Context: an optimization exercise on an open-source flow, tuned for small area. The choices shown serve that exercise and are no tape-out recipe.
Only simulation tests tie the RTL to the original design; equivalence was not proved.
No activity file was given, so power comes from the tool's default toggle rates.

==> design.v <==
`timescale 1ns/1ps
`default_nettype none
module game_top #(
    parameter logic [5:0] DEADLINE_START = 6'd15,
    parameter int         ITEM_SIZE      = 32
) (
    input  logic        posclk,
    input  logic        rst,
    input  logic        left,
    input  logic        right,
    input  logic        down,
    input  logic        up,
    input  logic        start,
    input  logic [2:0]  diff,
    output logic [10:0] block_x,
    output logic [9:0]  block_y,
    output logic [49:0] layer_top,
    output logic [43:0] item_x,
    output logic [39:0] item_y,
    output logic [3:0]  collected,
    output logic [5:0]  count,
    output logic        reminder1,
    output logic        reminder2,
    output logic        lose,
    output logic        win
);
    function automatic logic [10:0] add11(input logic [10:0] a, input logic [10:0] b,
                                          input logic ci);
        logic       c;
        logic [10:0] s;
        begin
            c = ci;
            for (int i = 0; i < 11; i++) begin
                s[i] = a[i] ^ b[i] ^ c;
                c    = (a[i] & b[i]) | (c & (a[i] ^ b[i]));
            end
            add11 = s;
        end
    endfunction
    function automatic logic [9:0] add10(input logic [9:0] a, input logic [9:0] b);
        logic [10:0] s;
        begin
            s     = add11({1'b0, a}, {1'b0, b}, 1'b0);
            add10 = s[9:0];
        end
    endfunction
    function automatic logic [4:0] add5(input logic [4:0] a, input logic [4:0] b);
        logic       c;
        logic [4:0] s;
        begin
            c = 1'b0;
            for (int i = 0; i < 5; i++) begin
                s[i] = a[i] ^ b[i] ^ c;
                c    = (a[i] & b[i]) | (c & (a[i] ^ b[i]));
            end
            add5 = s;
        end
    endfunction
    logic [10:0] bx;           
    logic [9:0]  by;
    logic [49:0] prev_top;
    logic [2:0]  spd;
    logic [2:0]  speed;
    logic [4:0]  wrap;         
    logic [4:0]  wrap_prev;    
    logic [54:0] gap_e;        
    logic [10:0] nby;
    always_comb begin
        case (diff)
            3'b000:  speed = 3'd1;
            3'b001:  speed = 3'd2;
            3'b010:  speed = 3'd3;
            3'b100:  speed = 3'd4;
            default: speed = 3'd2;
        endcase
    end
    assign nby = ~{1'b0, by};
    always_comb begin
        for (int i = 0; i < 5; i++) begin
            wrap_prev[i] = i != 3 && spd != 3'd0 && prev_top[10*i +: 10] >= 10'd765;
            gap_e[11*i +: 11] = add11({1'b0, prev_top[10*i +: 10]}, nby, 1'b0);
            if (i == 3)
                layer_top[10*i +: 10] = prev_top[10*i +: 10];
            else if (wrap_prev[i])
                layer_top[10*i +: 10] = 10'd10;
            else
                layer_top[10*i +: 10] = add10(prev_top[10*i +: 10], {7'd0, spd});
            wrap[i] = layer_top[10*i +: 10] >= 10'd765;
        end
    end
    always_ff @(posedge posclk) begin
        if (rst) begin
            prev_top <= {10'd830, 10'd660, 10'd500, 10'd320, 10'd150};
            spd      <= 3'd0;
        end else begin
            prev_top <= layer_top;
            prev_top[39:30] <= wrap[3] ? 10'd10 : add10(layer_top[39:30], {7'd0, speed});
            spd      <= speed;
        end
    end
    logic [3:0] cnt;
    logic       dec;
    logic       tick;
    logic [4:0] cnt_dec;
    assign cnt_dec   = add5({1'b0, cnt}, {5{tick}});
    assign tick      = (wrap[1] | wrap[3]) & start & (cnt != 4'd0);
    assign count     = {2'b00, cnt};
    assign reminder1 = dec ? cnt <= 4'd9 : cnt <= 4'd10;
    assign reminder2 = dec ? cnt <= 4'd4 : cnt <= 4'd5;
    assign lose      = dec ? cnt == 4'd0 : cnt <= 4'd1;
    always_ff @(posedge posclk) begin
        if (rst) begin
            cnt <= DEADLINE_START[3:0];
            dec <= 1'b0;
        end else begin
            cnt <= cnt_dec[3:0];
            dec <= tick;
        end
    end
    logic [10:0] x_next;
    logic [10:0] x_sum;
    logic [10:0] x_step;
    logic [9:0]  y_next;
    logic [10:0] y_sum;
    logic [9:0]  y_step;
    logic        landed;
    logic        respawn;
    logic [10:0] e;
    logic [4:0]  f5;
    logic [4:0]  land_f;
    logic        land_jump;
    logic        land_last;
    logic [4:0]  jump_ok;
    logic [4:0]  solid;
    assign block_x = bx;
    assign block_y = by;
    always_comb begin
        solid[0] = bx < 11'd300 || bx > 11'd418;
        solid[1] = bx < 11'd900 || bx > 11'd1168;
        solid[2] = bx < 11'd580 || bx > 11'd768;
        solid[3] = solid[0];
        solid[4] = solid[1];
        jump_ok[1] = bx > 11'd295 && bx < 11'd423;
        jump_ok[0] = bx > 11'd895 && bx < 11'd1173;
        jump_ok[3] = bx > 11'd575 && bx < 11'd773;
        jump_ok[2] = jump_ok[0];
        jump_ok[4] = jump_ok[1];
        landed    = 1'b0;
        land_f    = 5'd0;
        land_jump = 1'b0;
        land_last = 1'b0;
        for (int l = 0; l < 5; l++) begin
            e  = gap_e[11*l +: 11];
            f5 = add5(e[4:0], {2'b00, spd});
            if (l == 3) f5 = e[4:0];             
            if (!landed && !wrap_prev[l] && solid[l]
                && (l == 3 ? e >= 11'd26 && e <= 11'd36
                           : e >= 11'd22 && e <= 11'd36 && (f5 >= 5'd26 || f5 <= 5'd4))) begin
                landed    = 1'b1;
                land_f    = f5;
                land_jump = jump_ok[l];
                land_last = (l == 4);
            end
        end
        respawn = by >= 10'd758;
        if (left && !right)
            x_step = 11'h7f7;                  
        else if (right && !left)
            x_step = 11'd9;
        else
            x_step = 11'd0;
        x_sum = add11(bx, x_step, 1'b0);
        if (respawn)
            x_next = 11'd700;
        else if (left && !right && bx < 11'd19)
            x_next = 11'd10;
        else if (right && !left && bx > 11'd1227)
            x_next = 11'd1236;
        else
            x_next = x_sum;
        if (landed && up && land_jump)
            y_step = 10'h338;                  
        else if (landed && up && land_last)
            y_step = 10'h3ba;                  
        else if (landed && up)
            y_step = 10'h39c;                  
        else if (landed)
            y_step = {{5{land_f[4]}}, land_f};    
        else if (down)
            y_step = 10'd16;                   
        else
            y_step = 10'd7;                    
        y_sum = add11({1'b0, by}, {1'b0, y_step}, landed && !up);
        if (landed) begin
            if (up && ((land_jump && by < 10'd210) || (!land_jump && land_last && by < 10'd80)
                       || (!land_jump && !land_last && by < 10'd110)))
                y_next = 10'd10;
            else
                y_next = y_sum[9:0];
        end else if (respawn) begin
            y_next = 10'd10;
        end else if ((down && by == 10'd0) || (!down && by < 10'd10)) begin
            y_next = 10'd17;
        end else begin
            y_next = y_sum[9:0];
        end
    end
    always_ff @(posedge posclk) begin
        if (rst) begin
            bx <= 11'd140;
            by <= 10'd200;
        end else begin
            bx <= x_next;
            by <= y_next;
        end
    end
    logic [3:0]  coll;
    logic [3:0]  snap;
    logic [3:0]  hit;
    logic [3:0]  xwin;
    logic [39:0] ride;
    logic [43:0] item_e;
    logic [10:0] ie;
    logic        yhit;
    assign ride  = {prev_top[19:10], prev_top[49:40], prev_top[29:20], prev_top[9:0]};
    assign item_e = {gap_e[21:11], gap_e[54:44], gap_e[32:22], gap_e[10:0]};
    assign xwin[0] = bx > 11'd68  && bx < 11'd132;
    assign xwin[1] = bx > 11'd868 && bx < 11'd932;
    assign xwin[2] = bx > 11'd118 && bx < 11'd182;
    assign xwin[3] = bx > 11'd568 && bx < 11'd632;
    always_comb begin
        for (int i = 0; i < 4; i++) begin
            if (coll[i])
                item_y[10*i +: 10] = 10'd900;
            else if (snap[i])
                item_y[10*i +: 10] = 10'd10;
            else
                item_y[10*i +: 10] = add10(ride[10*i +: 10], 10'h3d8);    
            ie = item_e[11*i +: 11];
            if (snap[i])
                yhit = by < 10'd42;
            else if (ride[10*i +: 10] >= 10'd40)
                yhit = ie >= 11'd8 && ie <= 11'd70;
            else
                yhit = ie >= 11'd1032 && ie <= 11'd1094;
            hit[i] = !coll[i] && xwin[i] && yhit;
        end
    end
    assign item_x[10:0]  = coll[0] ? 11'd900  : 11'd100;
    assign item_x[21:11] = coll[1] ? 11'd1100 : 11'd900;
    assign item_x[32:22] = coll[2] ? 11'd900  : 11'd150;
    assign item_x[43:33] = coll[3] ? 11'd1100 : 11'd600;
    assign collected = coll;
    assign win = &coll;
    always_ff @(posedge posclk) begin
        for (int i = 0; i < 4; i++) begin
            if (rst) begin
                coll[i] <= 1'b0;
                snap[i] <= 1'b0;
            end else begin
                coll[i] <= coll[i] | hit[i];
                snap[i] <= !snap[i] && (ride[10*i +: 10] < 10'd40 || ride[10*i +: 10] >= 10'd798);
            end
        end
    end
endmodule
`default_nettype wire
==> flow/run.sh <==
#!/bin/bash
# Standard synthesis; its combinational logic remapped for area by ABC (the flip-flops
# stay as synthesis made them) and kept only if a SAT proof shows it equal to the
# standard netlist; then the standard layout, with the smallest buffer on the ports
# and a clkbuf_8 clock tree without dummy loads.
set -euo pipefail
export BUFFER_PORTS_ARGS="-buffer_cell sky130_fd_sc_hd__buf_1"
export CTS_ARGS="-sink_clustering_enable -repair_clock_nets -buf_list sky130_fd_sc_hd__clkbuf_16 -sink_clustering_size 30 -sink_clustering_max_diameter 100 -dont_use_dummy_load"
bash standard.sh synth > synth.log 2>&1
R=orfs/results/$FLOW_PLATFORM/game_top/base
Y=$FLOW_HOME/../tools/install/yosys/bin/yosys
LIB=$FLOW_HOME/platforms/$FLOW_PLATFORM/lib/sky130_fd_sc_hd__tt_025C_1v80.lib
cp $R/1_2_yosys.v standard_netlist.v
export REMAP_LIB=$LIB REMAP_IN=standard_netlist.v REMAP_OUT=remapped_netlist.v
export REMAP_STAT=remap_stat.txt REMAP_TOP=$FLOW_TOP
export REMAP_DONT_USE="$(cat flow/dont_use.txt)"
export REMAP_SCRIPT="+strash;&get -n;&deepsyn -T 30;&put;&get -n;&dch -f;&nf -R 1000;&put"
if "$Y" -c flow/remap.tcl > remap.log 2>&1 \
   && bash flow/equiv.sh "$Y" standard_netlist.v remapped_netlist.v "$LIB" > equiv.log 2>&1; then
    echo "remapped netlist proven equal; using it" >> remap.log
    cp remapped_netlist.v $R/1_2_yosys.v
else
    echo "remap failed or not proven; keeping the standard netlist" >> remap.log
fi
bash standard.sh finish > finish.log 2>&1
==> flow/cutff.py <==
#!/usr/bin/env python3
"""Cut every flip-flop of a flat netlist: Q becomes a new input, D a new output.
usage: cutff.py in.v out.v newname"""
import re, sys
src = open(sys.argv[1]).read()
ff = re.compile(r'\n\s*(sky130_fd_sc_hd__df\w+)\s+(\\\S+|\w+)\s*\((.*?)\);', re.S)
ins, outs, assigns = [], [], []
def repl(m):
    name = m.group(2).lstrip('\\')
    pins = dict(re.findall(r'\.(\w+)\(([^()]*)\)', m.group(3)))
    key = re.sub(r'\W', '_', name)
    ins.append(f'ffq_{key}'); outs.append(f'ffd_{key}')
    assigns.append(f'  assign {pins["Q"].strip()} = ffq_{key};\n  assign ffd_{key} = {pins["D"].strip()};\n')
    return '\n'
body = ff.sub(repl, src)
m = re.search(r'module\s+(\w+)\s*\((.*?)\);', body, re.S)
ports = m.group(2).strip()
newports = ports + ', ' + ', '.join(ins + outs)
decl = ''.join(f'  input {p};\n' for p in ins) + ''.join(f'  output {p};\n' for p in outs)
body = body[:m.start()] + f'module {sys.argv[3]}({newports});\n' + decl + body[m.end():]
body = body.replace('endmodule', ''.join(assigns) + 'endmodule')
open(sys.argv[2], 'w').write(body)
print(len(ins), 'flip-flops cut')
==> flow/dont_use.txt <==
sky130_fd_sc_hd__probe_p_8
sky130_fd_sc_hd__probec_p_8
sky130_fd_sc_hd__lpflow_bleeder_1
sky130_fd_sc_hd__lpflow_clkbufkapwr_1
sky130_fd_sc_hd__lpflow_clkbufkapwr_16
sky130_fd_sc_hd__lpflow_clkbufkapwr_2
sky130_fd_sc_hd__lpflow_clkbufkapwr_4
sky130_fd_sc_hd__lpflow_clkbufkapwr_8
sky130_fd_sc_hd__lpflow_clkinvkapwr_1
sky130_fd_sc_hd__lpflow_clkinvkapwr_16
sky130_fd_sc_hd__lpflow_clkinvkapwr_2
sky130_fd_sc_hd__lpflow_clkinvkapwr_4
sky130_fd_sc_hd__lpflow_clkinvkapwr_8
sky130_fd_sc_hd__lpflow_decapkapwr_12
sky130_fd_sc_hd__lpflow_decapkapwr_3
sky130_fd_sc_hd__lpflow_decapkapwr_4
sky130_fd_sc_hd__lpflow_decapkapwr_6
sky130_fd_sc_hd__lpflow_decapkapwr_8
sky130_fd_sc_hd__lpflow_inputiso0n_1
sky130_fd_sc_hd__lpflow_inputiso0p_1
sky130_fd_sc_hd__lpflow_inputiso1n_1
sky130_fd_sc_hd__lpflow_inputiso1p_1
sky130_fd_sc_hd__lpflow_inputisolatch_1
sky130_fd_sc_hd__lpflow_isobufsrc_1
sky130_fd_sc_hd__lpflow_isobufsrc_16
sky130_fd_sc_hd__lpflow_isobufsrc_2
sky130_fd_sc_hd__lpflow_isobufsrc_4
sky130_fd_sc_hd__lpflow_isobufsrc_8
sky130_fd_sc_hd__lpflow_isobufsrckapwr_16
sky130_fd_sc_hd__lpflow_lsbuf_lh_hl_isowell_tap_1
sky130_fd_sc_hd__lpflow_lsbuf_lh_hl_isowell_tap_2
sky130_fd_sc_hd__lpflow_lsbuf_lh_hl_isowell_tap_4
sky130_fd_sc_hd__lpflow_lsbuf_lh_isowell_4
sky130_fd_sc_hd__lpflow_lsbuf_lh_isowell_tap_1
sky130_fd_sc_hd__lpflow_lsbuf_lh_isowell_tap_2
sky130_fd_sc_hd__lpflow_lsbuf_lh_isowell_tap_4
sky130_fd_sc_hd__fill_1
sky130_fd_sc_hd__fill_2
sky130_fd_sc_hd__fill_4
sky130_fd_sc_hd__fill_8
*clkdlybuf*
*dlygate*
==> flow/equiv.sh <==
#!/bin/bash
# usage: equiv.sh yosys std.v remapped.v lib
# Combinational equivalence of two netlists with the same flip-flops: each flip-flop
# is cut into a new input (Q) and output (D), and a SAT miter proves the logic equal.
set -euo pipefail
Y=$1; D=$(dirname "$0")
python3 "$D/cutff.py" "$2" equiv_gold.v gold
python3 "$D/cutff.py" "$3" equiv_gate.v gate
"$Y" -p "read_liberty -ignore_miss_func $4; read_verilog equiv_gold.v equiv_gate.v; flatten gold gate; opt_clean; miter -equiv -flatten -make_assert -ignore_gold_x gold gate miter; hierarchy -top miter; sat -verify -prove-asserts miter"
==> flow/remap.tcl <==
# Remap the combinational logic of the standard synthesis netlist for area.
# The flip-flops are kept as they are (same instances, names and cells).
yosys -import
set lib $::env(REMAP_LIB)
set dont_use {}
foreach c $::env(REMAP_DONT_USE) { lappend dont_use -dont_use $c }
read_liberty -ignore_miss_func $lib
read_verilog $::env(REMAP_IN)
hierarchy -top $::env(REMAP_TOP)
blackbox sky130_fd_sc_hd__dfxtp_1 {*}[expr {[info exists ::env(REMAP_KEEP)] ? $::env(REMAP_KEEP) : ""}]
flatten
opt_clean -purge
abc -liberty $lib {*}$dont_use -script $::env(REMAP_SCRIPT)
opt_clean -purge
write_verilog -noattr -noexpr $::env(REMAP_OUT).raw.v
design -reset
read_liberty -lib $lib
read_verilog $::env(REMAP_OUT).raw.v
hierarchy -top $::env(REMAP_TOP)
splitnets
opt_clean -purge
hilomap -singleton -hicell sky130_fd_sc_hd__conb_1 HI -locell sky130_fd_sc_hd__conb_1 LO
insbuf -buf sky130_fd_sc_hd__buf_4 A X
check -assert
tee -o $::env(REMAP_STAT) stat -liberty $lib
write_verilog -noattr -nohex -nodec $::env(REMAP_OUT)
==> standard.sh <==
#!/bin/bash
# synth_recipe.tcl (not shown) runs the flow's synth.tcl, then flattens the netlist and writes it again
# the make line also repeats each setting of config.mk as NAME=value (left out here)
make -C /OpenROAD-flow-scripts/flow DESIGN_CONFIG=/design/flow/config.mk WORK_HOME=/design/flow/orfs CLKGATE_MAP_FILE= SYNTH_SCRIPT=/design/flow/synth_recipe.tcl "${@:-finish}"
==> config.mk <==
export PLATFORM = sky130hd
export DESIGN_NAME = game_top
export DESIGN_NICKNAME = game_top
export VERILOG_FILES = /design/flow/design.v
export SDC_FILE = /design/flow/constraint.sdc
export NUM_CORES = 4
export LEC_CHECK = 0
export CAP_MARGIN = 20
export CORE_MARGIN = 2
export CORE_UTILIZATION = 40
export SLEW_MARGIN = 20
==> constraint.sdc <==
create_clock -name core_clock -period 10.0 [get_ports {posclk}]
set_input_delay 2.0000 -clock core_clock [delete_from_list [all_inputs] [get_ports {posclk}]]
set_output_delay 2.0000 -clock core_clock [all_outputs]
set_load 0.01 [all_outputs]
==> results of run 1 <==
## where the power goes
group          switching [W]  total (W)  internal (W)
registers           0.000130   0.000525      0.000395
logic               0.000765    0.00128      0.000514
clock network       0.000138   0.000296      0.000158
total                0.00103    0.00210       0.00107
## sequential cells by signal, indices dropped and copies added (netlist names)
signal and cells:
snap 4, bx 11, cnt 4, spd 3, prev_top 50, by 10
dec 1, coll 4
## metrics by stage
step                hold slack (ps)  cells  instance area (um^2)  total power, W
global placement                516   1522                  8520         0.00178
CTS                             552   1531                  8750         0.00209
floorplan                       483   1175                  8140         0.00150
finish                          550   1531                  8750         0.00210
detailed placement              539   1522                  8520         0.00179
global route                    575   1531                  8750         0.00226
## path summary, 6_finish.rpt
kind	start	end	slack, ps	cells after the start
worst max-delay path	by[1]	by[9]	2190	32
worst min-delay path	cnt[3]	cnt[3]	550	2
worst max register to register	by[1]	by[9]	2190	32
worst min register to register	cnt[3]	cnt[3]	550	2
## placed cells by master, fill, tap and decap left out, drive strengths merged, types with 5 or more instances in the layout
master / n
buf: 162
nor2: 128
nand2: 109
a21oi: 94
xnor2: 94
dfxtp: 87
o21ai: 78
nor3: 66
clkinv: 41
xor2: 40
nand3: 36
nand2b: 31
or2: 31
conb: 27
nor2b: 23
and3: 22
nor4: 20
and2: 16
maj3: 15
a31oi: 15
a21o: 13
o21a: 11
nand4: 10
clkbuf: 10
o22ai: 7
or3: 6
o31ai: 6
a211oi: 5
## cell type report
cell class | count | area [um^2] | area share
Clock buffer | 9 | 225 | 0.0257
Multi-Input combinational cell | 966 | 5640 | 0.644
Sequential cell | 87 | 1740 | 0.199
Tap cell | 265 | 332 | 0.0379
Inverter | 41 | 154 | 0.0176
Timing Repair Buffer | 163 | 658 | 0.0752
## routing by layer
layer,vias up,track usage,wire length (um)
li1,4211,-,-
met1,3933,0.314,12100
met2,264,0.392,12000
met3,38,0.0345,1430
met4,0,0.0868,659
met5,-,0,0
## tightest hold or removal path, delay by kind of cell, from the launching register on
kind | cells | cell delay (ps)
DFF | 1 | 360
AOI/OAI and AO/OA | 1 | 90
and+or+nand+nor | 1 | 50
==> impl_metrics.toml, run 1 <==
[clock_network]
post_cts_buffers = 0
cts-root-buf = "clkbuf_16"
clock_sinks = 87
path_clk_slew_ps = 70
h-tree-depth = 3
cts_max_path_buffers = 2
clkLatencyLatePin_ps = 370
cts_resized = 0
numCtsBuffers = 9
ctsHoldBuffers = 0
cts_tree = "done"

[global_routing]
grt_max_degree = 64
grt_overflow = 0
grt_usage = 0.237
grt_pass1_vias = 7576
grt_first_pass_wirelength_um = 40800
antenna_found_initial = 0

[hold_path]
min_path_type = "register to register"

[die]
die_h_um = 146
rows = 51
die_w_um = 146
dieArea_um2 = 21300
start_util = 0.411
coreArea_um2 = 19600
ioPinCount = 179

[power_and_ir_drop]
power_density_nw_per_um2 = 240
leakage_nw = 3.18
ir_worst_vdd_v = 0.000110

[sta]
clock_skew_ps = 21.3
tightest_slew_ps = 963
report.final.slew_viol_count = 0
grt_setup_unrepaired = "no"
max_freq_ghz = 0.128
hold_viol_final = 0
timing.setup.tns_ps = 0
layout_setup_ws_ps = 2190
min_period_over_period = 0.781
setup_viol = 0
slew-limit-headroom = 0.342
period_minus_slack_ps = 7810

[layout]
n_antenna_cell = 0
drive_gt1_frac = 0.0174
syn_to_final_growth_pct = 8.71
finish.utilization = 0.447
n_fill_cell = 2134
nNetsFinal = 1278

[detailed_routing]
dr.pass1.iters = 5
vias = 8446
viasPerCell = 5.52
drtAntennaViolNets = 0
routed_wl_um = 26200
dr.first_iter.drc_count = 537
route.detailed.drc = 0
post_drt_wl_per_cell_um = 17.1

[logic_synthesis]
synthCells = 1150
syn_area_um2 = 8050
avgSynthCellArea_um2 = 7.00
yosysWarnings = 1

[worst_setup_path]
critPathRequiredTime_ps = 10270
arrival_ps = 8080
slowest_stage = "dfxtp_1"
end_kind = "register"
critPathMaxFanout = 12
max_stage_delay_ps = 770
crit_family = "adder cells"
start_kind = "register"
path_buf_inv = 1
critPathMostFrequentCell = "maj3_1"
criticalPathCategory = "register to register"

[run]
maxCapViolCount = 0

[placed_design]
portBuffers = 151
dp_worst_setup_slack_ps = 2310
hpwl_um = 19200
gp_congestion = 0.941

[run_status]
outcome = "complete, no violations"
==> run 2: changes to the inputs <==
--- a/flow/run.sh
+++ b/flow/run.sh
@@ -5,7 +5,7 @@
 # and a clkbuf_8 clock tree without dummy loads.
 set -euo pipefail
 export BUFFER_PORTS_ARGS="-buffer_cell sky130_fd_sc_hd__buf_1"
-export CTS_ARGS="-sink_clustering_enable -repair_clock_nets -buf_list sky130_fd_sc_hd__clkbuf_16 -sink_clustering_size 30 -sink_clustering_max_diameter 100 -dont_use_dummy_load"
+export CTS_ARGS="-sink_clustering_enable -repair_clock_nets -buf_list sky130_fd_sc_hd__clkbuf_4 -root_buf sky130_fd_sc_hd__clkbuf_8 -sink_clustering_size 10 -dont_use_dummy_load"
 bash standard.sh synth > synth.log 2>&1
 R=orfs/results/$FLOW_PLATFORM/game_top/base
 Y=$FLOW_HOME/../tools/install/yosys/bin/yosys
==> impl_metrics.toml, run 2 <==
[worst_setup_path]
critPathRequiredTime_ps = 10300
crit_family = "adder cells"
arrival_ps = 8120
criticalPathCategory = "register to register"
path_buf_inv = 1
slowest_stage = "dfxtp_1"
crit_path_start = "by[1]"
critPathMaxFanout = 12
start_kind = "register"
critPathMostFrequentCell = "maj3_1"
rr_startpoint = "by[1]"
max_stage_delay_ps = 780
end_kind = "register"

[clock_network]
cts-root-buf = "clkbuf_8"
ctsHoldBuffers = 0
path_clk_slew_ps = 100
clock_sinks = 87
post_cts_buffers = 0
numCtsBuffers = 9
cts_max_path_buffers = 2
h-tree-depth = 3
cts_tree = "done"
cts_resized = 0
clkLatencyLatePin_ps = 400

[global_routing]
grt_pass1_vias = 7567
grt_usage = 0.238
antenna_found_initial = 0
grt_max_degree = 64
grt_overflow = 0
grt_first_pass_wirelength_um = 40900

[run]
maxCapViolCount = 0

[placed_design]
post_dp_cell_area_um2 = 8520
gp_congestion = 0.941
hpwl_um = 19200
dp_worst_setup_slack_ps = 2310
portBuffers = 151
dp.cells = 1522

[layout]
layout_common_cells = "buf_1 (150), nor2_1 (128), nand2_1 (109), a21oi_1 (94), xnor2_1 (94)"
layoutNonFillerInstCount = 1531
reg.largest.list = "prev_top: 50 flops, bx: 11 flops, by: 10 flops"
largest_reg_flops = 50
drive_gt1_frac = 0.0174
n_fill_cell = 2145
top_register = "prev_top"
nNetsFinal = 1278
fin_area_um2 = 8650
layout_commonest_cell = "buf_1"
n_antenna_cell = 0
syn_to_final_growth_pct = 7.45

[hold_path]
min-delay-start = "cnt[3]"
min_path_type = "register to register"

[sta]
layout_setup_ws_ps = 2190
period_minus_slack_ps = 7810
hold_viol_final = 0
tightest_slew_ps = 979
max_freq_ghz = 0.128
report.final.slew_viol_count = 0
min_period_over_period = 0.781
grt_setup_unrepaired = "no"
slew-limit-headroom = 0.330
timing.setup.tns_ps = 0
setup_viol = 0
clock_skew_ps = 29.6

[die]
start_util = 0.411
die_h_um = 146
dieArea_um2 = 21300
die_w_um = 146
rows = 51
ioPinCount = 179
coreArea_um2 = 19600

[detailed_routing]
dr_wl_met3_um = 1550
dr.pass1.iters = 6
top_layer = "met4"
post_drt_wl_per_cell_um = 17.1
routed-wl-met2_um = 12000
dr.first_iter.drc_count = 478
viasPerCell = 5.51
routed_wl_um = 26100
route.detailed.drc = 0
drtAntennaViolNets = 0
drt-met1-wl_um = 11900
vias = 8437

[logic_synthesis]
yosysWarnings = 1
synthCells = 1150
avgSynthCellArea_um2 = 7.00
syn_area_um2 = 8050

[power_and_ir_drop]
leakage_nw = 3.13
power_density_nw_per_um2 = 232
power_w = 0.00201
ir_worst_vdd_v = 0.0000933

[run_status]
outcome = "complete, no violations"
run 2: cell count changes in the layout (fill, tap and decap cells not counted):
cell and change:
clkbuf_16 -9, clkbuf_8 +9
run 2: report_power, final:
part           internal [W]  switching, W
combinational      0.000514      0.000763
clock             0.0000808      0.000126
sequential         0.000395      0.000130
total              0.000989       0.00102
run 2: stage by stage:
stage / hold slack [ps] / util
CTS: 556 / 0.441
global route: 580 / 0.441
floorplan: 483 / -
detailed placement: 539 / 0.435
global placement: 516 / 0.435
finish: 555 / 0.441
run 2: final timing paths:
kind                               end  slack, ps  depth (start not counted)
worst max register to register   by[9]       2190                         32
worst min register to register  cnt[3]        550                          2
worst max-delay path             by[9]       2190                         32
worst min-delay path            cnt[3]        550                          2
run 2: cell type report:
| cell class | count | area, um^2 | area share |
|---|---|---|---|
| multi-input combinational | 966 | 5640 | 0.652 |
| sequential | 87 | 1740 | 0.201 |
| tap | 265 | 332 | 0.0384 |
| timing repair buffer | 163 | 658 | 0.0761 |
| inverter | 41 | 154 | 0.0178 |
| clock buffer | 9 | 124 | 0.0143 |
run 2: worst reg2reg max path, delay by kind of cell (launching register included):
kind,cells,cell delay [ps]
AO/OA/AOI/OAI,9,1770
XOR/XNOR,3,570
adder cells (fa/ha/maj),6,2260
buffers and inverters,1,100
flip-flops,1,780
multiplexers,1,260
AND/OR/NAND/NOR,12,1970
run 2: routing by layer:
| layer | global-route usage | vias up |
|---|---|---|
| li1 | - | 4207 |
| met1 | 0.314 | 3907 |
| met2 | 0.393 | 283 |
| met3 | 0.0354 | 40 |
| met4 | 0.0853 | 0 |
| met5 | 0 | - |
==> run 3: changes to the inputs <==
--- a/config.mk
+++ b/config.mk
@@ -7,5 +7,6 @@
 export LEC_CHECK = 0
 export CAP_MARGIN = 20
 export CORE_MARGIN = 2
-export CORE_UTILIZATION = 40
+export CORE_UTILIZATION = 65
+export PLACE_DENSITY = 0.75
 export SLEW_MARGIN = 20
==> impl_metrics.toml, run 3 <==
[placed_design]
portBuffers = 151
hpwl_um = 17200
dp_worst_setup_slack_ps = 2430
gp_congestion = 1.00

[worst_setup_path]
path_buf_inv = 0
r2r-end = "by[9]"
max_stage_delay_ps = 910
rr_worst_depth = 29
critPathMostFrequentCell = "nand2_1"
rr_startpoint = "by[0]"
critPathMaxFanout = 16
arrival_ps = 8010
end_kind = "register"
start_kind = "register"
critPathRequiredTime_ps = 10300
crit_family = "simple AND/OR/NAND/NOR gates"
worst-path-stages = 29
slowest_stage = "a2111oi_0"
worst-r2r-setup-slack_ps = 2290
criticalPathCategory = "register to register"

[sta]
hold_viol_final = 0
min_period_over_period = 0.771
layout_setup_ws_ps = 2290
grt_setup_unrepaired = "no"
setup_viol = 0
period_minus_slack_ps = 7710
clock_skew_ps = 33.6
max_freq_ghz = 0.130
timing.setup.tns_ps = 0
tightest_slew_ps = 1120
slew-limit-headroom = 0.234
report.final.slew_viol_count = 0

[detailed_routing]
vias = 8592
post_drt_wl_per_cell_um = 16.2
drtAntennaViolNets = 0
route.detailed.drc = 0
dr.pass1.iters = 5
routed_wl_um = 23200
viasPerCell = 6.00
dr.first_iter.drc_count = 780

[die]
die_h_um = 115
coreArea_um2 = 12100
die_w_um = 115
dieArea_um2 = 13300
rows = 40
ioPinCount = 179
start_util = 0.667

[hold_path]
hold_path_end = "cnt[3]"
min_path_cells = 2
min-delay-start = "cnt[3]"
min_path_type = "register to register"

[logic_synthesis]
avgSynthCellArea_um2 = 7.00
yosysWarnings = 1
syn_area_um2 = 8050
synthCells = 1150

[global_routing]
grt_usage = 0.344
grt_overflow = 0
grt_max_degree = 37
antenna_found_initial = 0
grt_first_pass_wirelength_um = 36400
grt_pass1_vias = 7235

[layout]
drive_gt1_frac = 0.0150
n_fill_cell = 1114
largest_reg_flops = 50
n_antenna_cell = 0
regArea_um2 = 1740
top_register = "prev_top"
multi_input_area_um2 = 5640
syn_to_final_growth_pct = 5.66
layout_commonest_cell = "buf_1"
reg.largest.list = "prev_top: 50 flops, bx: 11 flops, by: 10 flops"
layout_common_cells = "buf_1 (150), nor2_1 (128), nand2_1 (109), a21oi_1 (94), xnor2_1 (94)"
nNetsFinal = 1275

[power_and_ir_drop]
ir_worst_vdd_v = 0.000130
leakage_nw = 3.12
power_density_nw_per_um2 = 233
power_w = 0.00198

[clock_network]
cts-root-buf = "clkbuf_8"
post_cts_buffers = 0
cts_resized = 0
ctsHoldBuffers = 0
path_clk_slew_ps = 100
numCtsBuffers = 9
h-tree-depth = 3
clkLatencyLatePin_ps = 390
cts_tree = "done"
cts_max_path_buffers = 2
clock_sinks = 87

[run]
maxCapViolCount = 0

[run_status]
outcome = "complete, no violations"
-- run 3: metrics by stage --
stage,cells,area (um^2),hold WS (ps),util
floorplan,1175,8140,483,-
global placement,1422,8380,515,0.695
detailed placement,1422,8380,523,0.695
CTS,1431,8500,543,0.705
global route,1431,8500,569,0.705
finish,1431,8500,543,0.705
-- run 3: layout make-up --
class | instances | area share
Multi-Input combinational cell | 966 | 0.663
Sequential cell | 87 | 0.205
Tap cell | 168 | 0.0247
Timing Repair Buffer | 160 | 0.0748
Inverter | 41 | 0.0181
Clock buffer | 9 | 0.0146
-- run 3: worst max path at each step --
stage                from  endpoint  slack (ps)
floorplan           by[1]     by[9]        3270
global placement    by[1]     by[9]        2720
detailed placement  by[0]     by[9]        2430
CTS                 by[0]     by[9]        2410
global route        by[2]     by[9]        1650
finish              by[0]     by[9]        2290
-- run 3: where the power goes --
| part | switching, W | internal, W | total, W |
|---|---|---|---|
| combinational | 0.000741 | 0.000513 | 0.00125 |
| clock | 0.000122 | 0.0000808 | 0.000203 |
| sequential | 0.000132 | 0.000395 | 0.000527 |
-- run 3: layer usage --
metal / vias up / part of all wire / GRT usage
met5: - / 0 / 0
met4: 0 / 0.025 / 0.116
met3: 48 / 0.084 / 0.0601
met2: 363 / 0.45 / 0.556
met1: 3984 / 0.44 / 0.466
li1: 4197 / - / -
-- run 3: worst reg2reg max path: cells and delay by family, from the launching register on --
family	cells	cell delay, ps
and+or+nand+nor	13	2530
AOI/OAI and AO/OA	8	1900
adders and majority gates	5	1760
DFF	1	750
xor gates and xnor gates	2	400
muxes	1	260
==> run 4: changes to the inputs <==
--- a/flow/run.sh
+++ b/flow/run.sh
@@ -6,6 +6,7 @@
 set -euo pipefail
 export BUFFER_PORTS_ARGS="-buffer_cell sky130_fd_sc_hd__buf_1"
 export CTS_ARGS="-sink_clustering_enable -repair_clock_nets -buf_list sky130_fd_sc_hd__clkbuf_4 -root_buf sky130_fd_sc_hd__clkbuf_8 -sink_clustering_size 10 -dont_use_dummy_load"
+export SKIP_REPAIR_TIE_FANOUT=1
 bash standard.sh synth > synth.log 2>&1
 R=orfs/results/$FLOW_PLATFORM/game_top/base
 Y=$FLOW_HOME/../tools/install/yosys/bin/yosys
==> impl_metrics.toml, run 4 <==
[sta]
period_minus_slack_ps = 7650
timing.setup.tns_ps = 0
clock_skew_ps = 37.5
grt_setup_unrepaired = "no"
setup_viol = 0
tightest_slew_ps = 896
hold_viol_final = 0
slew-limit-headroom = 0.387
max_freq_ghz = 0.131
report.final.slew_viol_count = 0
min_period_over_period = 0.765

[run]
maxCapViolCount = 0

[global_routing]
antenna_found_initial = 0
grt_usage = 0.348
grt_first_pass_wirelength_um = 36700
grt_max_degree = 64
grt_pass1_vias = 7265
grt_overflow = 0

[clock_network]
clkLatencyLatePin_ps = 400
post_cts_buffers = 0
numCtsBuffers = 9
cts_tree = "done"
h-tree-depth = 3
ctsHoldBuffers = 0
cts_max_path_buffers = 2
cts_resized = 0
clock_sinks = 87
path_clk_slew_ps = 110
cts-root-buf = "clkbuf_8"

[worst_setup_path]
criticalPathCategory = "register to register"
slowest_stage = "dfxtp_1"
critPathRequiredTime_ps = 10310
critPathMostFrequentCell = "maj3_1"
critPathMaxFanout = 12
end_kind = "register"
max_stage_delay_ps = 690
arrival_ps = 7960
start_kind = "register"

[hold_path]
min_path_type = "register to register"

[detailed_routing]
drtAntennaViolNets = 0
dr.pass1.iters = 6
viasPerCell = 6.07
routed_wl_um = 23400
dr.first_iter.drc_count = 778
vias = 8523
post_drt_wl_per_cell_um = 16.7
route.detailed.drc = 0

[placed_design]
post_dp_cell_area_um2 = 8280
hpwl_um = 17300
portBuffers = 151
gp_congestion = 0.994

[layout]
reg.largest.list = "prev_top: 50 flops, bx: 11 flops, by: 10 flops"
n_fill_cell = 1163
drive_gt1_frac = 0.0146
top_register = "prev_top"
layout_commonest_cell = "buf_1"
largest_reg_flops = 50
fin_area_um2 = 8400
layout_common_cells = "buf_1 (150), nor2_1 (128), nand2_1 (109), a21oi_1 (94), xnor2_1 (94)"
n_antenna_cell = 0
multi_input_area_um2 = 5540
nNetsFinal = 1249
syn_to_final_growth_pct = 4.42
regArea_um2 = 1740

[die]
ioPinCount = 179
coreArea_um2 = 12100
rows = 40
die_h_um = 115
dieArea_um2 = 13300
start_util = 0.667
die_w_um = 115

[power_and_ir_drop]
power_density_nw_per_um2 = 237
p_sw_frac = 0.505
pwr-share-seq = 0.264
p_switching_w = 0.00101
leakage_nw = 3.03
internal_power_w = 0.000988
power_frac_clock = 0.103
ir_worst_vdd_v = 0.000169
pwr-share-comb = 0.633

[logic_synthesis]
synthCells = 1150
syn_area_um2 = 8050
avgSynthCellArea_um2 = 7.00
yosysWarnings = 1

[run_status]
outcome = "complete, no violations"
## run 4: cell count changes in the layout (fill, tap and decap cells not counted), sizes merged
cell,delta
buf,-1
conb,-25
## run 4: final cells by class
| class | count | area share |
|---|---|---|
| inverters | 41 | 0.0183 |
| flip-flops and latches | 87 | 0.207 |
| clock buffers | 9 | 0.0147 |
| well taps | 168 | 0.0250 |
| repair buffers | 159 | 0.0748 |
| multi-input cells | 941 | 0.660 |
## run 4: path summary, 6_finish.rpt
kind	from	endpoint	slack, ps	cells after the start
max reg2reg	by[1]	by[9]	2350	32
min reg2reg	cnt[3]	cnt[3]	540	2
max	by[1]	by[9]	2350	32
min	cnt[3]	cnt[3]	540	2
## run 4: power by group through the flow
| stage | Sequential, W | Combinational, W | Clock [W] |
|---|---|---|---|
| finish | 0.000526 | 0.00126 | 0.000206 |
| global route | 0.000534 | 0.00140 | 0.000216 |
| CTS | 0.000521 | 0.00125 | 0.000208 |
| detailed placement | 0.000529 | 0.00124 | 0 |
| global placement | 0.000527 | 0.00123 | 0 |
| floorplan | 0.000503 | 0.000996 | 0 |
## run 4: per-stage QoR
step,total power [W],hold slack (ps),std cells,util,setup WS (ps)
floorplan,0.00150,483,1150,-,3270
global placement,0.00176,509,1396,0.686,2690
detailed placement,0.00177,524,1396,0.686,2430
CTS,0.00198,540,1405,0.696,2420
global route,0.00215,591,1405,0.697,1440
finish,0.00199,540,1405,0.697,2350
## run 4: critical path: cells and delay by family, from the launching register on
family	cells	cell delay (ps)
adder cells (fa/ha/maj)	6	2270
AND/OR/NAND/NOR	12	1910
AO/OA/AOI/OAI	9	1760
flip-flops	1	690
XOR/XNOR	3	570
multiplexers	1	250
buffers and inverters	1	100
## run 4: per-layer routing
layer,GRT usage,share of wire,vias to the layer above
li1,-,-,4162
met3,0.0469,0.083,53
met1,0.472,0.43,3939
met4,0.146,0.029,0
met5,0,0,-
met2,0.558,0.45,369
==> run 5: changes to the inputs <==
--- a/flow/run.sh
+++ b/flow/run.sh
@@ -5,8 +5,7 @@
 # and a clkbuf_8 clock tree without dummy loads.
 set -euo pipefail
 export BUFFER_PORTS_ARGS="-buffer_cell sky130_fd_sc_hd__buf_1"
-export CTS_ARGS="-sink_clustering_enable -repair_clock_nets -buf_list sky130_fd_sc_hd__clkbuf_4 -root_buf sky130_fd_sc_hd__clkbuf_8 -sink_clustering_size 10 -dont_use_dummy_load"
-export SKIP_REPAIR_TIE_FANOUT=1
+export CTS_ARGS="-sink_clustering_enable -buf_list sky130_fd_sc_hd__clkbuf_4 -root_buf sky130_fd_sc_hd__clkbuf_8 -sink_clustering_size 8 -dont_use_dummy_load"
 bash standard.sh synth > synth.log 2>&1
 R=orfs/results/$FLOW_PLATFORM/game_top/base
 Y=$FLOW_HOME/../tools/install/yosys/bin/yosys
==> impl_metrics.toml, run 5 <==
[layout]
finish.utilization = 0.705
top_register = "prev_top"
drive_gt1_frac = 0.0150
nNetsFinal = 1275
largest_reg_flops = 50
syn_to_final_growth_pct = 5.66
layout_commonest_cell = "buf_1"
n_fill_cell = 1114
layout_common_cells = "buf_1 (150), nor2_1 (128), nand2_1 (109), a21oi_1 (94), xnor2_1 (94)"
reg.largest.list = "prev_top: 50 flops, bx: 11 flops, by: 10 flops"
n_antenna_cell = 0

[hold_path]
min_path_type = "register to register"
min-delay-start = "cnt[3]"
hold_path_end = "cnt[3]"
min_path_cells = 2

[detailed_routing]
dr.first_iter.drc_count = 780
dr.pass1.iters = 5
viasPerCell = 6.00
post_drt_wl_per_cell_um = 16.2
routed_wl_um = 23200
drtAntennaViolNets = 0
route.detailed.drc = 0
vias = 8592

[power_and_ir_drop]
internal_power_w = 0.000988
power_density_nw_per_um2 = 233
p_sw_frac = 0.502
power_frac_clock = 0.102
p_switching_w = 0.000995
leakage_nw = 3.12
pwr-share-comb = 0.632
ir_worst_vdd_v = 0.000130
pwr-share-seq = 0.266

[worst_setup_path]
critPathRequiredTime_ps = 10300
critPathMaxFanout = 16
rr_worst_depth = 29
worst-r2r-setup-slack_ps = 2290
start_kind = "register"
r2r-end = "by[9]"
arrival_ps = 8010
criticalPathCategory = "register to register"
rr_startpoint = "by[0]"
end_kind = "register"
max_stage_delay_ps = 910
critPathMostFrequentCell = "nand2_1"
slowest_stage = "a2111oi_0"

[clock_network]
cts_resized = 0
numCtsBuffers = 9
clock_sinks = 87
h-tree-depth = 3
post_cts_buffers = 0
cts-root-buf = "clkbuf_8"
clkLatencyLatePin_ps = 390
cts_tree = "done"
ctsHoldBuffers = 0
cts_max_path_buffers = 2
path_clk_slew_ps = 100

[sta]
report.final.slew_viol_count = 0
clock_skew_ps = 33.6
period_minus_slack_ps = 7710
hold_viol_final = 0
min_period_over_period = 0.771
slew-limit-headroom = 0.234
max_freq_ghz = 0.130
grt_setup_unrepaired = "no"
layout_setup_ws_ps = 2290
setup_viol = 0
tightest_slew_ps = 1120
timing.setup.tns_ps = 0

[die]
coreArea_um2 = 12100
die_w_um = 115
start_util = 0.667
dieArea_um2 = 13300
die_h_um = 115
ioPinCount = 179
rows = 40

[placed_design]
hpwl_um = 17200
gp_congestion = 1.00
portBuffers = 151
dp_worst_setup_slack_ps = 2430

[run]
maxCapViolCount = 0

[global_routing]
grt_pass1_vias = 7235
grt_max_degree = 37
grt_usage = 0.344
antenna_found_initial = 0
grt_overflow = 0
grt_first_pass_wirelength_um = 36400

[logic_synthesis]
yosysWarnings = 1
avgSynthCellArea_um2 = 7.00
synthCells = 1150
syn_area_um2 = 8050

[run_status]
outcome = "complete, no violations"
-- run 5: power groups by stage --
stage          Combinational [W]  Clock, W  Sequential [W]
2_1_floorplan           0.000996         0        0.000503
3_3_place_gp             0.00122         0        0.000527
3_5_place_dp             0.00123         0        0.000529
4_1_cts                  0.00124  0.000204        0.000521
5_1_grt                  0.00139  0.000214        0.000537
6_report                 0.00125  0.000203        0.000527
-- run 5: per-stage QoR --
stage / hold slack (ps) / total power, W / cell area, um^2 / std cells
final: 543 / 0.00198 / 8500 / 1431
after global routing: 569 / 0.00214 / 8500 / 1431
after CTS: 543 / 0.00196 / 8500 / 1431
after detailed placement: 523 / 0.00176 / 8380 / 1422
after global placement: 515 / 0.00175 / 8380 / 1422
after floorplan: 483 / 0.00150 / 8140 / 1175
-- run 5: critical path, delay by kind of cell (launching register included) --
kind	cells	cell delay (ps)
compound gates	8	1900
fa+ha+maj	5	1760
flops	1	750
mux	1	260
simple gates	13	2530
xor+xnor	2	400
-- run 5: area by class of cell --
type,count,area [um^2],share of cell area
multi-input combinational,966,5640,0.663
sequential,87,1740,0.205
timing repair buffer,160,636,0.0748
tap,168,210,0.0247
inverter,41,154,0.0181
clock buffer,9,124,0.0146
-- run 5: worst max-delay path by stage --
| stage | start | endpoint | slack, ps | depth (start not counted) |
|---|---|---|---|---|
| detailed placement | by[0] | by[9] | 2430 | 29 |
| floorplan | by[1] | by[9] | 3270 | 32 |
| CTS | by[0] | by[9] | 2410 | 29 |
| global route | by[2] | by[9] | 1650 | 33 |
| global placement | by[1] | by[9] | 2720 | 32 |
| finish | by[0] | by[9] | 2290 | 29 |
-- run 5: metal layers --
layer / GRT usage / share of wire / wire length [um]
met2: 0.556 / 0.45 / 10500
met4: 0.116 / 0.025 / 579
met1: 0.466 / 0.44 / 10100
met5: 0 / 0 / 0
met3: 0.0601 / 0.084 / 1950
==> run 6: changes to the inputs <==
--- a/flow/run.sh
+++ b/flow/run.sh
@@ -5,7 +5,7 @@
 # and a clkbuf_8 clock tree without dummy loads.
 set -euo pipefail
 export BUFFER_PORTS_ARGS="-buffer_cell sky130_fd_sc_hd__buf_1"
-export CTS_ARGS="-sink_clustering_enable -buf_list sky130_fd_sc_hd__clkbuf_4 -root_buf sky130_fd_sc_hd__clkbuf_8 -sink_clustering_size 8 -dont_use_dummy_load"
+export CTS_ARGS="-sink_clustering_enable -repair_clock_nets -buf_list sky130_fd_sc_hd__clkbuf_4 -root_buf sky130_fd_sc_hd__clkbuf_8 -tree_buf sky130_fd_sc_hd__clkbuf_4 -sink_clustering_size 10 -dont_use_dummy_load"
 bash standard.sh synth > synth.log 2>&1
 R=orfs/results/$FLOW_PLATFORM/game_top/base
 Y=$FLOW_HOME/../tools/install/yosys/bin/yosys
==> impl_metrics.toml, run 6 <==
[run_status]
outcome = "complete, no violations"

[power_and_ir_drop]
p_switching_w = 0.000995
leakage_nw = 3.12
ir_worst_vdd_v = 0.000130
internal_power_w = 0.000988
power_density_nw_per_um2 = 233
p_sw_frac = 0.502
power_frac_clock = 0.102
pwr-share-seq = 0.266
pwr-share-comb = 0.632

[clock_network]
cts-root-buf = "clkbuf_8"
numCtsBuffers = 9
cts_tree = "done"
clkLatencyLatePin_ps = 390
clock_sinks = 87
cts_resized = 0
h-tree-depth = 3
post_cts_buffers = 0
path_clk_slew_ps = 100
cts_max_path_buffers = 2
ctsHoldBuffers = 0

[run]
maxCapViolCount = 0

[layout]
layout_common_cells = "buf_1 (150), nor2_1 (128), nand2_1 (109), a21oi_1 (94), xnor2_1 (94)"
multi_input_area_um2 = 5640
drive_gt1_frac = 0.0150
n_antenna_cell = 0
fin_area_um2 = 8500
n_fill_cell = 1114
regArea_um2 = 1740
nNetsFinal = 1275
top_register = "prev_top"
syn_to_final_growth_pct = 5.66
reg.largest.list = "prev_top: 50 flops, bx: 11 flops, by: 10 flops"
largest_reg_flops = 50
layout_commonest_cell = "buf_1"

[worst_setup_path]
criticalPathCategory = "register to register"
arrival_ps = 8010
max_stage_delay_ps = 910
critPathMaxFanout = 16
start_kind = "register"
critPathRequiredTime_ps = 10300
critPathMostFrequentCell = "nand2_1"
end_kind = "register"
slowest_stage = "a2111oi_0"

[die]
die_w_um = 115
coreArea_um2 = 12100
dieArea_um2 = 13300
ioPinCount = 179
die_h_um = 115
start_util = 0.667
rows = 40

[detailed_routing]
post_drt_wl_per_cell_um = 16.2
drtAntennaViolNets = 0
route.detailed.drc = 0
dr.pass1.iters = 5
viasPerCell = 6.00
vias = 8592
dr.first_iter.drc_count = 780
routed_wl_um = 23200

[global_routing]
grt_pass1_vias = 7235
met1_usage = 0.466
grt-busiest-layer = "met2"
gr-usage-met2 = 0.556
grt_overflow = 0
grt_max_degree = 37
antenna_found_initial = 0
grt_usage = 0.344
grt_first_pass_wirelength_um = 36400
groute.layer.met3.usage = 0.0601

[placed_design]
dp_worst_setup_slack_ps = 2430
post_dp_cell_area_um2 = 8380
portBuffers = 151
gp_congestion = 1.00
hpwl_um = 17200

[logic_synthesis]
yosysWarnings = 1
synthCells = 1150
avgSynthCellArea_um2 = 7.00
syn_area_um2 = 8050

[sta]
min_period_over_period = 0.771
hold_viol_final = 0
grt_setup_unrepaired = "no"
timing.setup.tns_ps = 0
period_minus_slack_ps = 7710
setup_viol = 0
layout_setup_ws_ps = 2290
report.final.slew_viol_count = 0
clock_skew_ps = 33.6
slew-limit-headroom = 0.234
max_freq_ghz = 0.130
tightest_slew_ps = 1120

[hold_path]
min_path_type = "register to register"
## run 6: path summary, 6_finish.rpt
kind                            slack (ps)  startpoint  cells after the start     end
worst min register to register         540      cnt[3]                      2  cnt[3]
worst min-delay path                   540      cnt[3]                      2  cnt[3]
worst max register to register        2290       by[0]                     29   by[9]
worst max-delay path                  2290       by[0]                     29   by[9]
## run 6: layout make-up
cell class                 count  area share
inverter                      41      0.0181
sequential                    87       0.205
tap                          168      0.0247
timing repair buffer         160      0.0748
clock buffer                   9      0.0146
multi-input combinational    966       0.663
## run 6: routing by layer
layer / share of wire / routed length, um
met3: 0.084 / 1950
met4: 0.025 / 579
met2: 0.45 / 10500
met1: 0.44 / 10100
met5: 0 / 0
## run 6: power by group through the flow
stage / Sequential (W) / Combinational [W] / Clock (W)
after floorplan: 0.000503 / 0.000996 / 0
after global placement: 0.000527 / 0.00122 / 0
final: 0.000527 / 0.00125 / 0.000203
after global routing: 0.000537 / 0.00139 / 0.000214
after detailed placement: 0.000529 / 0.00123 / 0
after CTS: 0.000521 / 0.00124 / 0.000204
## run 6: stage by stage
step                      instances  hold slack [ps]  total power, W   util
after floorplan                1175              483         0.00150      -
after CTS                      1431              543         0.00196  0.705
after global routing           1431              569         0.00214  0.705
after detailed placement       1422              523         0.00176  0.695
final                          1431              543         0.00198  0.705
after global placement         1422              515         0.00175  0.695
## run 6: worst max-delay path, delay by kind of cell (launching register included)
kind                     cells  cell delay, ps
AND/OR/NAND/NOR             13            2530
multiplexers                 1             260
AO/OA/AOI/OAI                8            1900
XOR/XNOR                     2             400
flip-flops                   1             750
adder cells (fa/ha/maj)      5            1760
==> run 7: changes to the inputs <==
--- a/flow/run.sh
+++ b/flow/run.sh
@@ -5,7 +5,7 @@
 # and a clkbuf_8 clock tree without dummy loads.
 set -euo pipefail
 export BUFFER_PORTS_ARGS="-buffer_cell sky130_fd_sc_hd__buf_1"
-export CTS_ARGS="-sink_clustering_enable -repair_clock_nets -buf_list sky130_fd_sc_hd__clkbuf_4 -root_buf sky130_fd_sc_hd__clkbuf_8 -tree_buf sky130_fd_sc_hd__clkbuf_4 -sink_clustering_size 10 -dont_use_dummy_load"
+export CTS_ARGS="-sink_clustering_enable -repair_clock_nets -buf_list sky130_fd_sc_hd__clkbuf_8 -dont_use_dummy_load"
 bash standard.sh synth > synth.log 2>&1
 R=orfs/results/$FLOW_PLATFORM/game_top/base
 Y=$FLOW_HOME/../tools/install/yosys/bin/yosys
--- a/config.mk
+++ b/config.mk
@@ -7,6 +7,5 @@
 export LEC_CHECK = 0
 export CAP_MARGIN = 20
 export CORE_MARGIN = 2
-export CORE_UTILIZATION = 65
-export PLACE_DENSITY = 0.75
+export CORE_UTILIZATION = 40
 export SLEW_MARGIN = 20
==> impl_metrics.toml, run 7 <==
[run_status]
outcome = "complete, no violations"

[layout]
top_register = "prev_top"
layout_commonest_cell = "buf_1"
layout_common_cells = "buf_1 (150), nor2_1 (128), nand2_1 (109), a21oi_1 (94), xnor2_1 (94)"
largest_reg_flops = 50
layoutNonFillerInstCount = 1531
syn_to_final_growth_pct = 7.45
drive_gt1_frac = 0.0174
n_antenna_cell = 0
nNetsFinal = 1278
reg.largest.list = "prev_top: 50 flops, bx: 11 flops, by: 10 flops"

[sta]
hold_viol_final = 0
tightest_slew_ps = 979
period_minus_slack_ps = 7810
min_period_over_period = 0.781
layout_setup_ws_ps = 2190
max_freq_ghz = 0.128
timing.setup.tns_ps = 0
clock_skew_ps = 29.6
slew-limit-headroom = 0.330
setup_viol = 0
grt_setup_unrepaired = "no"
report.final.slew_viol_count = 0

[global_routing]
grt_max_degree = 64
grt_overflow = 0
grt_pass1_vias = 7567
antenna_found_initial = 0
grt_usage = 0.238
grt_first_pass_wirelength_um = 40900

[clock_network]
clock_sinks = 87
path_clk_slew_ps = 100
cts_max_path_buffers = 2
numCtsBuffers = 9
cts_tree = "done"
ctsHoldBuffers = 0
cts_resized = 0
cts-root-buf = "clkbuf_8"
h-tree-depth = 3
post_cts_buffers = 0
clkLatencyLatePin_ps = 400

[placed_design]
dp.cells = 1522
hpwl_um = 19200
gp_congestion = 0.941
portBuffers = 151
dp_worst_setup_slack_ps = 2310

[worst_setup_path]
r2r-end = "by[9]"
arrival_ps = 8120
start_kind = "register"
end_kind = "register"
critPathMaxFanout = 12
rr_startpoint = "by[1]"
max_stage_delay_ps = 780
criticalPathCategory = "register to register"
critPathRequiredTime_ps = 10300
slowest_stage = "dfxtp_1"
critPathMostFrequentCell = "maj3_1"
rr_worst_depth = 32
worst-r2r-setup-slack_ps = 2190

[logic_synthesis]
syn_area_um2 = 8050
avgSynthCellArea_um2 = 7.00
synthCells = 1150
yosysWarnings = 1

[hold_path]
min_path_type = "register to register"
min-delay-start = "cnt[3]"
min_path_cells = 2
hold_path_end = "cnt[3]"

[power_and_ir_drop]
ir_worst_vdd_v = 0.0000933
pwr-share-seq = 0.261
leakage_nw = 3.13
pwr-share-comb = 0.636
power_density_nw_per_um2 = 232
power_frac_clock = 0.103
p_switching_w = 0.00102
internal_power_w = 0.000989
p_sw_frac = 0.507

[die]
rows = 51
dieArea_um2 = 21300
die_h_um = 146
coreArea_um2 = 19600
start_util = 0.411
ioPinCount = 179
die_w_um = 146

[detailed_routing]
dr.first_iter.drc_count = 478
viasPerCell = 5.51
route.detailed.drc = 0
post_drt_wl_per_cell_um = 17.1
routed_wl_um = 26100
vias = 8437
drtAntennaViolNets = 0
dr.pass1.iters = 6

[run]
maxCapViolCount = 0
## run 7: worst max-delay path by stage
stage / end / cells past startpoint / slack (ps) / from
floorplan: by[9] / 32 / 3270 / by[1]
finish: by[9] / 32 / 2190 / by[1]
detailed placement: by[9] / 31 / 2310 / by[0]
global route: by[9] / 32 / 1650 / by[1]
CTS: by[9] / 32 / 2290 / by[1]
global placement: by[9] / 31 / 2580 / by[0]
## run 7: cell type report
class / instances / area [um^2]
fillers: 2145 / 10900
clock buffers: 9 / 124
repair buffers: 163 / 658
well taps: 265 / 332
multi-input cells: 966 / 5640
inverters: 41 / 154
flip-flops and latches: 87 / 1740
## run 7: metrics by stage
stage                     hold WS [ps]  instance area, um^2   util  power [W]
after detailed placement           539                 8520  0.435    0.00179
after global routing               580                 8650  0.441    0.00217
after global placement             516                 8520  0.435    0.00178
final                              555                 8650  0.441    0.00201
after floorplan                    483                 8140      -    0.00150
after CTS                          556                 8650  0.441    0.00200
## run 7: critical path: cells and delay by family, from the launching register on
family / cells / cell delay, ps
xor+xnor: 3 / 570
flops: 1 / 780
compound gates: 9 / 1770
simple gates: 12 / 1970
mux: 1 / 260
buf+inv: 1 / 100
fa+ha+maj: 6 / 2250
## run 7: power by group through the flow
stage,combinational [W],sequential [W],clock (W)
global placement,0.00125,0.000527,0
CTS,0.00127,0.000521,0.000216
floorplan,0.000996,0.000503,0
detailed placement,0.00126,0.000529,0
finish,0.00128,0.000524,0.000207
global route,0.00141,0.000535,0.000226
## run 7: per-layer routing
| metal | part of all wire | GRT usage | up-vias | routed length, um |
|---|---|---|---|---|
| li1 | - | - | 4207 | - |
| met1 | 0.45 | 0.314 | 3907 | 11900 |
| met2 | 0.46 | 0.393 | 283 | 12000 |
| met3 | 0.059 | 0.0354 | 40 | 1550 |
| met4 | 0.026 | 0.0853 | 0 | 677 |
| met5 | 0 | 0 | - | 0 |
==> run 8: changes to the inputs <==
--- a/design.v
+++ b/design.v
@@ -126,7 +126,9 @@
     logic        landed;
     logic        respawn;
     logic [10:0] e;
-    logic [4:0]  f5;
+    logic        near;
+    logic        land_3;
+    logic [4:0]  land_e;
     logic [4:0]  land_f;
     logic        land_jump;
     logic        land_last;
@@ -146,22 +148,34 @@
         jump_ok[2] = jump_ok[0];
         jump_ok[4] = jump_ok[1];
         landed    = 1'b0;
-        land_f    = 5'd0;
+        land_e    = 5'd0;
+        land_3    = 1'b0;
         land_jump = 1'b0;
         land_last = 1'b0;
         for (int l = 0; l < 5; l++) begin
-            e  = gap_e[11*l +: 11];
-            f5 = add5(e[4:0], {2'b00, spd});
-            if (l == 3) f5 = e[4:0];             
-            if (!landed && !wrap_prev[l] && solid[l]
-                && (l == 3 ? e >= 11'd26 && e <= 11'd36
-                           : e >= 11'd22 && e <= 11'd36 && (f5 >= 5'd26 || f5 <= 5'd4))) begin
+            e = gap_e[11*l +: 11];
+            if (l == 3)                          
+                near = e >= 11'd26 && e <= 11'd36;
+            else if (e[10:6] != 5'd0)
+                near = 1'b0;
+            else begin
+                case (spd)
+                    3'd0:    near = e[5:0] >= 6'd26 && e[5:0] <= 6'd36;
+                    3'd1:    near = e[5:0] >= 6'd25 && e[5:0] <= 6'd35;
+                    3'd2:    near = e[5:0] >= 6'd24 && e[5:0] <= 6'd34;
+                    3'd3:    near = e[5:0] >= 6'd23 && e[5:0] <= 6'd33;
+                    default: near = e[5:0] >= 6'd22 && e[5:0] <= 6'd32;
+                endcase
+            end
+            if (!landed && !wrap_prev[l] && solid[l] && near) begin
                 landed    = 1'b1;
-                land_f    = f5;
+                land_e    = e[4:0];
+                land_3    = (l == 3);
                 land_jump = jump_ok[l];
                 land_last = (l == 4);
             end
         end
+        land_f = add5(land_e, land_3 ? 5'd0 : {2'b00, spd});
         respawn = by >= 10'd758;
         if (left && !right)
             x_step = 11'h7f7;                  
--- a/flow/run.sh
+++ b/flow/run.sh
@@ -5,7 +5,8 @@
 # and a clkbuf_8 clock tree without dummy loads.
 set -euo pipefail
 export BUFFER_PORTS_ARGS="-buffer_cell sky130_fd_sc_hd__buf_1"
-export CTS_ARGS="-sink_clustering_enable -repair_clock_nets -buf_list sky130_fd_sc_hd__clkbuf_8 -dont_use_dummy_load"
+export CTS_ARGS="-sink_clustering_enable -repair_clock_nets -buf_list sky130_fd_sc_hd__clkbuf_8 -root_buf sky130_fd_sc_hd__clkbuf_8 -sink_clustering_size 25 -sink_clustering_max_diameter 80 -dont_use_dummy_load"
+export SKIP_REPAIR_TIE_FANOUT=1
 bash standard.sh synth > synth.log 2>&1
 R=orfs/results/$FLOW_PLATFORM/game_top/base
 Y=$FLOW_HOME/../tools/install/yosys/bin/yosys
--- a/config.mk
+++ b/config.mk
@@ -7,5 +7,6 @@
 export LEC_CHECK = 0
 export CAP_MARGIN = 20
 export CORE_MARGIN = 2
-export CORE_UTILIZATION = 40
+export CORE_UTILIZATION = 65
+export PLACE_DENSITY = 0.75
 export SLEW_MARGIN = 20
==> impl_metrics.toml, run 8 <==
[run_status]
outcome = "complete, no violations"

[sta]
period_minus_slack_ps = 8040
max_freq_ghz = 0.124
timing.setup.tns_ps = 0
tightest_slew_ps = 1120
hold_viol_final = 0
report.final.slew_viol_count = 0
min_period_over_period = 0.804
layout_setup_ws_ps = 1960
grt_setup_unrepaired = "no"
setup_viol = 0
whs_ps = 533
clock_skew_ps = 17.8
slew-limit-headroom = 0.250

[worst_setup_path]
rr_worst_depth = 33
start_kind = "register"
arrival_ps = 8340
max_stage_delay_ps = 520
end_kind = "register"
critPathRequiredTime_ps = 10290
crit_path_start = "by[0]"
slowest_stage = "dfxtp_1"
worst-r2r-setup-slack_ps = 1960
criticalPathCategory = "register to register"
critPathMostFrequentCell = "maj3_1"
r2r-end = "by[9]"
rr_startpoint = "by[0]"
critPathMaxFanout = 15

[hold_path]
min_path_cells = 2
min-delay-start = "cnt[3]"
hold_path_end = "cnt[3]"
min_path_type = "register to register"

[placed_design]
hpwl_um = 16000
gp_congestion = 0.970
dp_worst_setup_slack_ps = 2080
portBuffers = 151

[layout]
syn_to_final_growth_pct = 4.31
layout_commonest_cell = "buf_1"
largest_reg_flops = 50
layout_common_cells = "buf_1 (150), nor2_1 (125), xnor2_1 (88), dfxtp_1 (87), nand2_1 (86)"
drive_gt1_frac = 0.0160
reg.largest.list = "prev_top: 50 flops, bx: 11 flops, by: 10 flops"
n_antenna_cell = 0
top_register = "prev_top"
nNetsFinal = 1202

[global_routing]
grt_first_pass_wirelength_um = 35400
antenna_found_initial = 0
grt_pass1_vias = 7125
grt_max_degree = 50
grt_usage = 0.339
grt_overflow = 0

[die]
coreArea_um2 = 11900
ioPinCount = 179
die_w_um = 114
start_util = 0.659
dieArea_um2 = 12900
rows = 40
die_h_um = 114

[clock_network]
cts-root-buf = "clkbuf_8"
path_clk_slew_ps = 90
clock_sinks = 87
cts_max_path_buffers = 2
numCtsBuffers = 9
post_cts_buffers = 0
ctsHoldBuffers = 0
clkLatencyLatePin_ps = 380
cts_tree = "done"
cts_resized = 0
h-tree-depth = 3

[detailed_routing]
routed_wl_um = 22300
dr.pass1.iters = 6
post_drt_wl_per_cell_um = 16.7
drtAntennaViolNets = 0
route.detailed.drc = 0
viasPerCell = 6.12
dr.first_iter.drc_count = 774
vias = 8179

[power_and_ir_drop]
power_density_nw_per_um2 = 228
power_w = 0.00186
ir_worst_vdd_v = 0.000165
leakage_nw = 2.89

[logic_synthesis]
yosysWarnings = 1
avgSynthCellArea_um2 = 7.09
synthCells = 1102
syn_area_um2 = 7820

[run]
maxCapViolCount = 0
run 8: worst max path at each step:
stage,endpoint,depth (start not counted)
floorplan,by[9],33
global placement,by[9],33
CTS,by[9],33
detailed placement,by[9],33
finish,by[9],33
global route,by[9],33
run 8: worst max-delay path: cells and delay by family, from the launching register on:
kind,cells,cell delay [ps]
and+or+nand+nor,14,2750
xor gates and xnor gates,3,590
buffers and inverters,1,120
AOI/OAI and AO/OA,10,1980
DFF,1,520
adders and majority gates,5,1990
run 8: area by class of cell:
cell class	instances	area, um^2
multi-input combinational	891	5310
fill	1109	3710
sequential	87	1740
timing repair buffer	160	636
tap	147	184
inverter	43	161
clock buffer	9	124
run 8: through the flow:
step / utilization / cells / area [um^2]
floorplan: - / 1102 / 7820
global placement: 0.677 / 1328 / 8030
detailed placement: 0.677 / 1328 / 8030
CTS: 0.687 / 1337 / 8150
global route: 0.687 / 1337 / 8150
finish: 0.687 / 1337 / 8150
run 8: metal layers:
layer	wire length (um)	global-route usage
met1	9710	0.452
met2	10200	0.553
met3	1620	0.0473
met4	709	0.142
met5	0	0
run 8: power breakdown:
group	leakage, nW	total (W)	internal, W	switching, W
combinational	2.11	0.00113	0.000454	0.000675
sequential	0.712	0.000526	0.000394	0.000132
clock	0.0647	0.000204	0.0000808	0.000123
total	2.89	0.00186	0.000928	0.000931

==> what the ideal ports hide <==
How much do the figures lean on ideal ports? The routed layouts below were timed once more, with nothing changed but the port constraints.
Step 1, drivers: a clkbuf_16 drives posclk and a buf_2 each remaining input, both assumed.
Step 2, shift: input delay + t, output delay - t, t = (earliest + latest rising clock arrival at the registers) / 2. This alone moves slack from input paths to output paths.
Slacks: ideal ports / drivers / drivers and shift; pairs: ideal ports / drivers.
run | t (ns) | slack for setup (ns) | hold WS [ns] | worst setup path at the end | worst register clock-pin slew, ns
run 1 | 0.401 | 2.192 / 2.192 / 2.192 | 0.550 / 0.550 / 0.550 | register to register | 0.07 / 0.07
run 2 | 0.425 | 2.188 / 2.188 / 2.188 | 0.555 / 0.555 / 0.555 | register to register | 0.10 / 0.10
run 3 | 0.415 | 2.289 / 2.289 / 2.289 | 0.543 / 0.543 / 0.543 | register to register | 0.10 / 0.10
run 4 | 0.420 | 2.348 / 2.348 / 2.348 | 0.540 / 0.540 / 0.540 | register to register | 0.11 / 0.11
run 5 | 0.415 | 2.289 / 2.289 / 2.289 | 0.543 / 0.543 / 0.543 | register to register | 0.10 / 0.10
run 6 | 0.415 | 2.289 / 2.289 / 2.289 | 0.543 / 0.543 / 0.543 | register to register | 0.10 / 0.10
run 7 | 0.425 | 2.188 / 2.188 / 2.188 | 0.555 / 0.555 / 0.555 | register to register | 0.10 / 0.10
run 8 | 0.412 | 1.957 / 1.957 / 1.957 | 0.533 / 0.533 / 0.533 | register to register | 0.09 / 0.09
After both steps setup and hold are still met in every run listed.
